Context: an optimization exercise on an open-source flow, tuned for small area and few clock cycles per item. The choices shown serve that exercise and are no tape-out recipe. Function not checked in this run: the RTL went through the layout flow alone. No activity file was given, so power comes from the tool's default toggle rates.

--- flow/design.v ---
package risc_pkg;
    localparam int DATA_W     = 32;     
    localparam int INSTR_W    = 16;     
    localparam int REG_ADDR_W = 3;      
    localparam int NUM_REGS   = 8;      
    localparam logic [3:0] OP_NOP  = 4'd0;
    localparam logic [3:0] OP_ADD  = 4'd1;
    localparam logic [3:0] OP_SUB  = 4'd2;
    localparam logic [3:0] OP_AND  = 4'd3;
    localparam logic [3:0] OP_OR   = 4'd4;
    localparam logic [3:0] OP_XOR  = 4'd5;
    localparam logic [3:0] OP_ADDI = 4'd6;
    localparam logic [3:0] OP_LI   = 4'd7;
    localparam logic [3:0] OP_LW   = 4'd8;
    localparam logic [3:0] OP_SW   = 4'd9;
endpackage
module reg_file #(
    parameter int WIDTH = 16
) (
    input  logic                              risc_clk,
    input  logic [2:0]                        rs1_i,        
    input  logic                              rs1_off_i,    
    input  logic [2:0]                        rs2_i,        
    input  logic [2:0]                        rd_i,         
    input  logic                              wr_en_i,      
    input  logic [risc_pkg::NUM_REGS-1:1]     written_i,
    input  logic [WIDTH-1:0]                  wr_data_i,
    output logic [WIDTH-1:0]                  rs1_data_o,
    output logic [WIDTH-1:0]                  rs2_data_o
);
    logic [WIDTH-1:0]              regs [1:risc_pkg::NUM_REGS-1];
    logic [risc_pkg::NUM_REGS-1:1] sel1;
    logic [risc_pkg::NUM_REGS-1:1] sel2;
    logic [risc_pkg::NUM_REGS-1:1] wsel;
    always_comb
    begin
        for (int i = 1; i < risc_pkg::NUM_REGS; i++)
        begin
            sel1[i] = (rs1_i == 3'(i)) & ~rs1_off_i & written_i[i];
            sel2[i] = (rs2_i == 3'(i)) & written_i[i];
            wsel[i] = (rd_i == 3'(i)) & wr_en_i;
        end
    end
    always_ff @(posedge risc_clk)
    begin
        for (int i = 1; i < risc_pkg::NUM_REGS; i++)
            if (wsel[i])
                regs[i] <= wr_data_i;
    end
    always_comb
    begin
        rs1_data_o = '0;
        rs2_data_o = '0;
        for (int i = 1; i < risc_pkg::NUM_REGS; i++)
        begin
            rs1_data_o = rs1_data_o | (regs[i] & {WIDTH{sel1[i]}});
            rs2_data_o = rs2_data_o | (regs[i] & {WIDTH{sel2[i]}});
        end
    end
endmodule
module risc_top (
    input  logic                             risc_clk,
    input  logic                             risc_rst,         
    input  logic [risc_pkg::INSTR_W-1:0]     instr_i,
    input  logic                             instr_valid_i,
    output logic                             instr_ready_o,
    output logic                             dmem_wr_en_o,
    output logic                             dmem_rd_en_o,
    output logic [risc_pkg::DATA_W-1:0]      dmem_addr_o,
    output logic [risc_pkg::DATA_W-1:0]      dmem_wdata_o,
    input  logic [risc_pkg::DATA_W-1:0]      dmem_rdata_i,     
    output logic                             carry_o,
    output logic                             zero_o
);
    localparam int W = risc_pkg::DATA_W;
    logic [3:0]   op;
    logic [2:0]   rd;
    logic [2:0]   rs1;
    logic [2:0]   rs2;
    logic         is_rr;         
    logic         is_sub;
    logic         is_logic;      
    logic         is_li;
    logic         is_lw;
    logic         is_sw;
    logic         reg_wr;
    logic         flag_upd;
    logic [2:0]   rs2_sel;       
    logic         wr_en;
    logic [7:1]   written;
    logic [W-1:0] rs1_data;
    logic [W-1:0] op_a;
    logic [W-1:0] rs2_data;
    logic [W-1:0] imm;
    logic [W-1:0] op_bt;
    logic [W-1:0] op_bx;         
    logic [W-1:0] prop;
    logic [W-1:0] gen;
    logic [W-1:0] gen_c;
    logic [W-1:0] lo_in;
    logic         is_and;
    logic         is_or;
    logic [W-1:0] gg;            
    logic [W-1:0] pp;            
    logic [W:0]   carry;
    logic [W-1:0] result;
    logic [W-1:0] wr_data;
    assign instr_ready_o = 1'b1;
    assign op  = instr_i[15:12];
    assign rd  = instr_i[11:9];
    assign rs1 = instr_i[8:6];
    assign rs2 = instr_i[5:3];
    assign is_rr    = ~op[3] & ~(op[2] & op[1]);                   
    assign is_sub   = ~op[2] & op[1] & ~op[0];                     
    assign is_logic = (op[2] & ~op[1]) | (op[1] & op[0] & ~op[2]);  
    assign is_and   = ~op[2] & op[1] & op[0];                      
    assign is_or    = op[2] & ~op[1] & ~op[0];                     
    assign is_li    = op[2] & op[1] & op[0];                       
    assign is_lw    = (op == risc_pkg::OP_LW);
    assign is_sw    = (op == risc_pkg::OP_SW);
    assign reg_wr   = ((op != 4'd0) & ~op[3]) | is_lw;           
    assign flag_upd = (op != 4'd0) & ~op[3] & ~(op[2] & op[1] & op[0]);    
    assign rs2_sel = op[3] ? rd : rs2;
    assign wr_en   = reg_wr & instr_valid_i;
    always_ff @(posedge risc_clk or negedge risc_rst)
    begin
        if (!risc_rst)
            written <= '0;
        else
            for (int i = 1; i < 8; i++)
                if (wr_en && rd == 3'(i))
                    written[i] <= 1'b1;
    end
    reg_file #(.WIDTH(W / 2)) i_reg_file_lo (
        .risc_clk   (risc_clk),
        .rs1_i      (rs1),
        .rs1_off_i  (is_li),
        .rs2_i      (rs2_sel),
        .rd_i       (rd),
        .wr_en_i    (wr_en),
        .written_i  (written),
        .wr_data_i  (wr_data[W/2-1:0]),
        .rs1_data_o (rs1_data[W/2-1:0]),
        .rs2_data_o (rs2_data[W/2-1:0])
    );
    reg_file #(.WIDTH(W / 2)) i_reg_file_hi (
        .risc_clk   (risc_clk),
        .rs1_i      (rs1),
        .rs1_off_i  (is_li),
        .rs2_i      (rs2_sel),
        .rd_i       (rd),
        .wr_en_i    (wr_en),
        .written_i  (written),
        .wr_data_i  (wr_data[W-1:W/2]),
        .rs1_data_o (rs1_data[W-1:W/2]),
        .rs2_data_o (rs2_data[W-1:W/2])
    );
    assign imm   = (op[1] & op[0]) ? {{(W-9){instr_i[8]}}, instr_i[8:0]}      
                 : {{(W-6){instr_i[5]}}, instr_i[5:0]};
    assign op_a  = rs1_data;
    assign op_bt = is_rr ? {W{is_sub}} : imm;
    assign op_bx = (rs2_data & {W{is_rr}}) ^ op_bt;
    assign prop   = op_a ^ op_bx;
    assign gen    = op_a & op_bx;
    assign gen_c  = gen & {W{~is_logic}};
    always_comb
    begin
        gg = gen_c;
        pp = prop;
        gg[0] = gen_c[0] | (prop[0] & is_sub);
        for (int d = 1; d < W; d = d * 2)
            for (int i = 2 * d - 1; i < W; i = i + 2 * d)
            begin
                gg[i] = gg[i] | (pp[i] & gg[i-d]);
                pp[i] = pp[i] & pp[i-d];
            end
        for (int d = W / 4; d >= 1; d = d / 2)
            for (int i = 3 * d - 1; i < W; i = i + 2 * d)
            begin
                gg[i] = gg[i] | (pp[i] & gg[i-d]);
                pp[i] = pp[i] & pp[i-d];
            end
    end
    assign carry = {gg, is_sub};         
    assign lo_in  = (prop & {W{~is_and}}) | (gen & {W{is_and | is_or}});
    assign result = lo_in ^ carry[W-1:0];
    assign wr_data = is_lw ? dmem_rdata_i : result;
    assign dmem_rd_en_o = instr_valid_i & is_lw & risc_rst;
    assign dmem_wr_en_o = instr_valid_i & is_sw & risc_rst;
    assign dmem_addr_o  = result;          
    assign dmem_wdata_o = rs2_data;
    always_ff @(posedge risc_clk or negedge risc_rst)
    begin
        if (!risc_rst)
        begin
            carry_o <= 1'b0;
            zero_o  <= 1'b0;
        end
        else if (instr_valid_i && flag_upd)
        begin
            carry_o <= carry[W];                
            zero_o  <= (result == '0);
        end
    end
endmodule
--- flow/flow/run.sh ---
#!/bin/bash
# The standard layout (the standard.sh: ORFS synthesis to final layout, unchanged
# synthesis, floorplan, power grid and tap cells), with three changes passed to ORFS as
# variables:
#  - the port buffers that buffer_ports inserts on every input and output are
#    sky130_fd_sc_hd__buf_1 instead of the delay buffer it picks by default;
#  - the buffers abc leaves in the synthesized netlist are removed at floorplan
#    (REMOVE_ABC_BUFFERS), so repair_design re-buffers only the nets that need it;
#  - the clock tree uses sink clusters of up to 16 flip-flops on clkbuf_8 and no dummy
#    loads. It is an ordinary balanced tree from the clock port.
# Every tool's output stays in ORFS's own logs under orfs/logs; standard.sh's console
# output goes to standard.log.
export BUFFER_PORTS_ARGS="-buffer_cell sky130_fd_sc_hd__buf_1"
export REMOVE_ABC_BUFFERS=1
export CTS_ARGS="-sink_clustering_enable -repair_clock_nets -buf_list sky130_fd_sc_hd__clkbuf_8 -sink_clustering_size 16 -sink_clustering_max_diameter 50 -dont_use_dummy_load"
bash standard.sh > standard.log 2>&1
--- flow/standard.sh ---
#!/bin/bash
# synth_recipe.tcl (not shown) runs the flow's synth.tcl, then flattens the netlist and writes it again
# the make line also repeats each setting of config.mk as NAME=value (left out here)
make -C /OpenROAD-flow-scripts/flow DESIGN_CONFIG=/design/flow/config.mk WORK_HOME=/design/flow/orfs CLKGATE_MAP_FILE= SYNTH_SCRIPT=/design/flow/synth_recipe.tcl "${@:-finish}"
--- flow/config.mk ---
export PLATFORM = sky130hd
export DESIGN_NAME = risc_top
export DESIGN_NICKNAME = risc_top
export VERILOG_FILES = /design/flow/design.v
export SDC_FILE = /design/flow/constraint.sdc
export NUM_CORES = 4
export LEC_CHECK = 0
export CAP_MARGIN = 0
export CORE_MARGIN = 2
export CORE_UTILIZATION = 60
export GPL_TIMING_DRIVEN = 0
export PLACE_DENSITY = 0.8
export SETUP_SLACK_MARGIN = 0.1
export SLEW_MARGIN = 0
export SYNTH_HIERARCHICAL = 1
--- flow/constraint.sdc ---
create_clock -name core_clock -period 8.0 [get_ports {risc_clk}]
set_input_delay 1.6000 -clock core_clock [delete_from_list [all_inputs] [get_ports {risc_clk}]]
set_output_delay 1.6000 -clock core_clock [all_outputs]
set_load 0.01 [all_outputs]
==> results by group <==
STA
  – Worst slew pin tran: 1.05 ns
  – RSZ-0062 raised after global routing: false
  – Fin. max-slew vios: 0
  – Fmax: 0.129 GHz
  – Setup Viol. Count Final: 0
  – Hold_ws: 0.526 ns
  – Final Skew: 0.0426 ns
  – Crit path time final: 7.75 ns
  – Worst setup margin: 0.246 ns
  – Final hold violation count: 0
  – Slew HR: 29.9%
  – Final Cycle Share: 96.9%

Drt
  – DR vias/cell: 7.41
  – Starting DRT DRC Count: 1995
  – Wire per inst: 27.6 µm
  – Routed Antenna Nets: 0
  – DR pass1 iterations: 8
  – WL final: 42800 µm
  – Remaining DRCs: 0
  – DR vias: 11500

Hold path
  – Min-Delay Path Class: register to register

Synthesis
  – Compound-Gate Fraction of Synth Area: 21.8%
  – Cell taking the most area after synthesis: edfxtp_1
  – Most frequent cell after synthesis: edfxtp_1
  – Synth Area in Adders: 3.03%
  – Distinct cell type count after synthesis: 72
  – Post-synthesis mux area share: 2.25%
  – Synth top area share: 50.9%
  – Ys async rst share: 3.86%
  – Most frequent cells after synthesis: 224 x edfxtp_1, 182 x a22oi_1, 109 x nor2_1
  – XOR/XNOR Fraction of Synth Area: 2.12%
  – Main combinational cell family by area after synthesis: compound AO/OA/AOI/OAI gates
  – Post-Syn Instances: 1170
  – Yosys warning total: 9
  – Number of synthesized flops with an enable pin: 224
  – Simple logic cell fraction of the synthesized area: 13.7%
  – Mapped Area: 13200 µm²
  – Register area share after synthesis: 52.7%
  – Prevailing post-synth register cell: edfxtp_1
  – #FFs+latches synth: 233
  – Syn_area_per_cell: 11.3 µm²
  – Main area contributors after synthesis: edfxtp_1 51%, a22oi_1 10%, nor2_1 3.1%

Final layout
  – Post-layout nets: 1354
  – Layout cells sized above 1: 11.8%
  – Filler Cells Inserted: 1548
  – Area Overhead vs Synth: 10.6%
  – Finished Core Util: 67.3%

Floorplanning
  – Die height: 152 µm
  – Core area: 21700 µm²
  – Die width: 152 µm
  – Row Count: 54
  – Starting Density: 60.9%
  – Die area: 23200 µm²
  – I/O Pins: 120

Worst setup path
  – WP data arrival: 6.15 ns
  – Max Fanout on Critical Path: 16
  – Crit path capture type: output port
  – Crit path kind: primary input to output port
  – CP cell instances: buf_2, mux2_2, and4bb_4, a222oi_1, nand3_1, nand2_1, mux2i_1, ha_1, a21oi_1, o21ai_0, a22oi_1, o22ai_1, nor2_2, o31ai_2, a32oi_1, xor2_1, buf_1
  – Worst setup SP type: primary input
  – Buffers and inverters on the worst path: 2
  – Worst path max stage delay: 0.63 ns
  – Cell family with most CP delay: compound AO/OA/AOI/OAI gates
  – Crit path max-delay cell type: and4bb_4
  – Required time worst endpoint: 6.40 ns

Power
  – Peak supply drop: 0.000130 V
  – Leakage: 0.00512 µW
  – Power density over the cells: 212 nW/µm²

Job
  – Maxcap violations: 0

Global route
  – Largest net degree at the start of global routing: 39
  – Total track usage: 35.5%
  – Initial antenna violation count: 1
  – Global-route wire length before repair: 63600 µm
  – Global route overflow: 0
  – Vias in the first global route: 11100

Place
  – Placement Setup Slack: -0.647 ns
  – IO buf count: 118
  – Final Wtd Congestion: 0.980
  – HPWL Detailed: 28000 µm

Run status
  – Status: no timing/DRC/antenna violations

Clocking
  – Clk buf depth: 3
  – Clock-pin slew on the worst setup and hold paths: 0.09 ns
  – Skew-Pair Late Insertion Delay: 0.56 ns
  – Htree depth: 1
  – TritonCTS Buffers: 22
  – CTS sink cnt: 233
  – TritonCTS clock tree: yes
  – Root Buffer: clkbuf_8
[repair_timing]
item / CTS / global route
pin swaps: 7 / 5
setup buffers: 13 / 8
hold buffers: 0 / 0
gates resized for setup: 37 / 16
endpoints found under the setup margin: 25 / 13
[registers in the layout, indices dropped and copies added (netlist names)]
register and count:
carry_o 1, zero_o 1, written 7, i_reg_file_lo.regs 112, i_reg_file_hi.regs 112
[tightest hold or removal path: cells and delay by family, from the launching register on]
family             cells  cell delay, ns
DFF                    1            0.37
AOI/OAI and AO/OA      1            0.06
and+or+nand+nor        1            0.06
[per-layer routing]
metal	GRT usage (%)	vias up	share of wire, %
met5	0	-	0
met2	54.0	1060	44
met1	48.2	5412	35
li1	-	4856	-
met3	10.2	156	16
met4	15.1	0	4.1
[final cells by class]
cell class | instances | area (µm²) | share of cell area, %
sequential | 233 | 6950 | 47.6
multi-input combinational | 832 | 5920 | 40.6
antenna | 1 | 2.50 | 0.0171
timing repair buffer | 162 | 993 | 6.81
clock buffer | 22 | 303 | 2.07
tap | 280 | 350 | 2.40
inverter | 20 | 75.1 | 0.514
[layout by cell type (no fill, tap or decap), types with 6 or more instances in the layout]
cell type / n
o21ai_0: 23
nor2b_1: 7
mux2i_1: 24
a31oi_1: 7
nor2_1: 96
xnor2_1: 20
buf_6: 6
ha_1: 32
a21oi_1: 54
nand4_1: 7
clkbuf_8: 22
a222oi_1: 32
buf_1: 112
inv_1: 20
nand2_1: 73
nand3_1: 73
a2bb2oi_1: 31
dfrtp_1: 9
nand3b_1: 6
nor2_2: 13
xor2_1: 10
buf_4: 19
nand2b_1: 12
edfxtp_1: 224
buf_8: 15
a22oi_1: 182
[path summary, 6_finish.rpt]
check,slack [ns],endpoint,cells after the start,from
min in group asynchronous,1.01,carry_o,1,risc_rst
max,0.25,dmem_addr_o[31],17,instr_i[15]
max in group asynchronous,6.58,written[6],1,risc_rst
min,0.53,zero_o,2,zero_o
min reg2reg,0.53,zero_o,2,zero_o
max reg2reg,2.93,zero_o,18,written[4]
[logic make-up after synthesis]
kind of cell	Yosys count
adder cells (fa/ha/maj)	32
buffers and inverters	105
flip-flops	233
XOR/XNOR	32
AO/OA/AOI/OAI	391
AND/OR/NAND/NOR	347
multiplexers	29
other	1
[power breakdown]
group / internal, µW / switching, µW
Combinational: 322 / 657
Sequential: 1470 / 28.6
Clock: 245 / 374
[metrics by stage]
stage	power, µW	instance area (µm²)	TNS [ns]	std cells
6_report	3100	14600	0	1550
5_1_grt	3200	14600	0	1549
4_1_cts	3040	14400	0	1540
3_5_place_dp	2430	13900	-5.90	1505
3_3_place_gp	2390	13500	-350.09	1483
2_1_floorplan	2090	12700	0	1085

separate check: timing with driven ports:
Ports are ideal in the flow. The routed layout listed here was re-timed in OpenROAD.
Step 1 assumes that a clkbuf_16 drives the clock port and a buf_2 every other input.
Step 2 also shifts input and output timing later by t, the mid clock arrival at the registers, as if the neighbouring blocks saw the same clock.
Three values: ideal ports, drivers, drivers and shift; two values: the first two.
t (ns): 0.586
slack for setup (ns): 0.246 / 0.226 / 0.226
clock arrival spread, ns: 0.043 / 0.042
After both steps setup and hold are still met in this run. The setup slack of this run moves by -0.020 ns with the drivers and by -0.020 ns with both steps.
